Source: an optimization exercise on an open RTL-to-GDS flow (aim: small area). Production flows keep margins and buffers that such runs may drop. Function was checked by simulation only, so behaviour that the tests miss may differ from the original. Power is estimated from default activity; no workload was simulated.

Design io_map_sync, start of the top module:
module io_map_sync #(
  parameter int PIN_NUM     = 24,
  parameter int CFG_NBIT    = 8,
  parameter int MIPI_GP_NUM = 4,
  parameter int FREQ_GP_NUM = 4,
  parameter int SYNC_STAGES = 2,
  parameter int TURN_CYCLES = 4
) (
  input  logic                        clk,
  input  logic                        rst,
  input  logic [PIN_NUM*CFG_NBIT-1:0] i_cfg,
  input  logic                        i_cfg_vld,
  output logic                        o_cfg_busy,
  output logic                        o_cfg_done,
  output logic                        o_cfg_err,
  input  logic [PIN_NUM-1:0]          o_ioctrl_dir,
  input  logic [PIN_NUM-1:0]          o_ioctrl_db,
  output logic [PIN_NUM-1:0]          i_ioctrl_db,
  input  logic [MIPI_GP_NUM-1:0]      mipi_sclk,
  input  logic [MIPI_GP_NUM-1:0]      mipi_sdo,
  input  logic [MIPI_GP_NUM-1:0]      mipi_sdo_en,
  output logic [MIPI_GP_NUM-1:0]      mipi_sdi,
  output logic [FREQ_GP_NUM-1:0]      freq_io,
  input  logic [PIN_NUM-1:0]          i_io_db,
  output logic [PIN_NUM-1:0]          o_io_dir,
  output logic [PIN_NUM-1:0]          o_io_db
);
  localparam int CW = $clog2(TURN_CYCLES + 2);
  localparam int NW = $clog2(PIN_NUM + 1);
  logic [PIN_NUM-1:0][CFG_NBIT-1:0] cfg, active;
  logic [PIN_NUM-1:0] chg, chg_new, dir_d, db_d, sp, is_gpio, is_mipi;
  logic [PIN_NUM-1:0] r_dir_n, r_db_n;
  logic [SYNC_STAGES-1:0][PIN_NUM-1:0] sync_n;
  logic [PIN_NUM-1:0][MIPI_GP_NUM-1:0] is_sclk, is_sda;
  logic [PIN_NUM-1:0][FREQ_GP_NUM-1:0] is_frq;
  logic [CW-1:0] cnt, cnt_d;
  logic ld, ld_ok, hold_ok, keep_chg, conflict;
  ...
==> flow/config.mk <==
export PLATFORM = sky130hd
export DESIGN_NAME = io_map_sync
export DESIGN_NICKNAME = io_map_sync
export VERILOG_FILES = /design/flow/design.v
export SDC_FILE = /design/flow/constraint.sdc
export NUM_CORES = 4
export LEC_CHECK = 0
export ABC_AREA = 1
export CAP_MARGIN = 20
export CORE_MARGIN = 2
export CORE_UTILIZATION = 45
export SLEW_MARGIN = 20
==> flow/constraint.sdc <==
create_clock -name core_clock -period 7.0 [get_ports {clk}]
set_input_delay 1.4000 -clock core_clock [delete_from_list [all_inputs] [get_ports {clk}]]
set_output_delay 1.4000 -clock core_clock [all_outputs]
set_load 0.01 [all_outputs]
standard.sh (not shown) runs the stock make flow with config.mk's settings and CLKGATE_MAP_FILE= SYNTH_SCRIPT=/design/flow/synth_recipe.tcl, a recipe that flattens the netlist after the stock synthesis.
==> flow/flow/run.sh <==
#!/bin/bash
# The standard ORFS layout with three changes:
# - synthesis maps logic with flow/abc_area.script (a stronger area-recovery ABC script) in
#   place of ORFS's abc_area.script; everything else in synthesis is the standard
#   synthesis (synth_recipe.tcl), so the registers and their names are unchanged;
# - every port gets the smallest buffer (buf_1) instead of buffer_ports' default choice;
# - the clock tree is built from clkbuf_4 cells in clusters of at most 9 sinks, without
#   dummy loads (the default uses clkbuf_16 cells).
# Each step's full output goes to synth.log / layout.log here and to ORFS's own logs under orfs/.
set -euo pipefail
here=$(pwd)
rm -rf "$here/scripts_abc"
cp -r "$FLOW_HOME/scripts" "$here/scripts_abc"
cp "$here/flow/abc_area.script" "$here/scripts_abc/abc_area.script"
SCRIPTS_DIR="$here/scripts_abc" bash standard.sh synth > synth.log 2>&1
export BUFFER_PORTS_ARGS="-buffer_cell sky130_fd_sc_hd__buf_1"
export CTS_ARGS="-sink_clustering_enable -repair_clock_nets -buf_list sky130_fd_sc_hd__clkbuf_4 -dont_use_dummy_load -sink_buffer_max_cap_derate 1.0 -sink_clustering_size 9 -sink_clustering_max_diameter 60"
bash standard.sh > layout.log 2>&1
==> flow/flow/abc_area.script <==
&get -n
&st
&dch -f
&nf -R 1000
&st
&dch -f
&nf -R 1000
&put
topo
The starting point produced a clean layout.
Next try:
--- a/flow/flow/run.sh
+++ b/flow/flow/run.sh
@@ -2 +2 @@
-# The standard ORFS layout with three changes:
+# The standard ORFS layout with two changes:
@@ -7,3 +7 @@
-# - the clock tree is built from clkbuf_4 cells in clusters of at most 9 sinks, without
-#   dummy loads (the default uses clkbuf_16 cells).
-# Each step's full output goes to synth.log / layout.log here and to ORFS's own logs under orfs/.
+# - the clock tree is built from clkbuf_4 cells, without dummy loads.
@@ -17 +15 @@
-export CTS_ARGS="-sink_clustering_enable -repair_clock_nets -buf_list sky130_fd_sc_hd__clkbuf_4 -dont_use_dummy_load -sink_buffer_max_cap_derate 1.0 -sink_clustering_size 9 -sink_clustering_max_diameter 60"
+export CTS_ARGS="-sink_clustering_enable -repair_clock_nets -buf_list sky130_fd_sc_hd__clkbuf_4 -dont_use_dummy_load"
Final cell count increases slightly.
Clock-buffer cell count increases by 43.
Worst setup slack degrades by 0.024 ns.
Maximum frequency decreases slightly.
Wire length increases slightly.
Design area increases slightly.
Global-route usage increases by 0.29 points.
Clock power increases by well over a third.
Sequential power stays flat.
Worst hold slack improves by 0.019 ns.
Next try:
--- a/flow/flow/run.sh
+++ b/flow/flow/run.sh
@@ -2 +2 @@
-# The standard ORFS layout with two changes:
+# The standard ORFS layout with three changes:
@@ -7 +7,3 @@
-# - the clock tree is built from clkbuf_4 cells, without dummy loads.
+# - the clock tree is built from clkbuf_4 cells in clusters of at most 9 sinks, without
+#   dummy loads (the default uses clkbuf_16 cells).
+# Each step's full output goes to synth.log / layout.log here and to ORFS's own logs under orfs/.
@@ -15 +17 @@
-export CTS_ARGS="-sink_clustering_enable -repair_clock_nets -buf_list sky130_fd_sc_hd__clkbuf_4 -dont_use_dummy_load"
+export CTS_ARGS="-sink_clustering_enable -repair_clock_nets -buf_list sky130_fd_sc_hd__clkbuf_4 -dont_use_dummy_load -sink_buffer_max_cap_derate 1.0 -sink_clustering_size 9 -sink_clustering_max_diameter 60"
PLACE_DENSITY = 0.75   (was unset)
Outcome: The new run passed the timing, DRC and antenna checks. Final area went down by 1.8%. Utilization drops by 0.96 points. Routed wire length fell by 0.39%.

[what the ideal ports hide]
The flow's constraints put no driver on any port. The routed layouts listed below were extracted and timed again, unchanged, in two steps.
Step 1 sets driving cells, clkbuf_16 on the clock port and buf_2 on the other inputs (assumed; they add their load-dependent delay and slew).
Step 2, shift: input delay + t, output delay - t, t = (earliest + latest rising clock arrival at the registers) / 2. This alone moves slack from input paths to output paths.
Slacks: ideal ports / drivers / drivers and shift; pairs: ideal ports / drivers.
run	shift t [ns]	setup slack, ns	latest minus earliest clock arrival (ns)
the first run	0.836	0.929 / 0.929 / 0.929	0.071 / 0.070
the second run	0.828	0.905 / 0.905 / 0.905	0.046 / 0.047
the third run	0.807	0.855 / 0.855 / 0.855	0.054 / 0.055
After both steps every run listed still meets setup and hold.
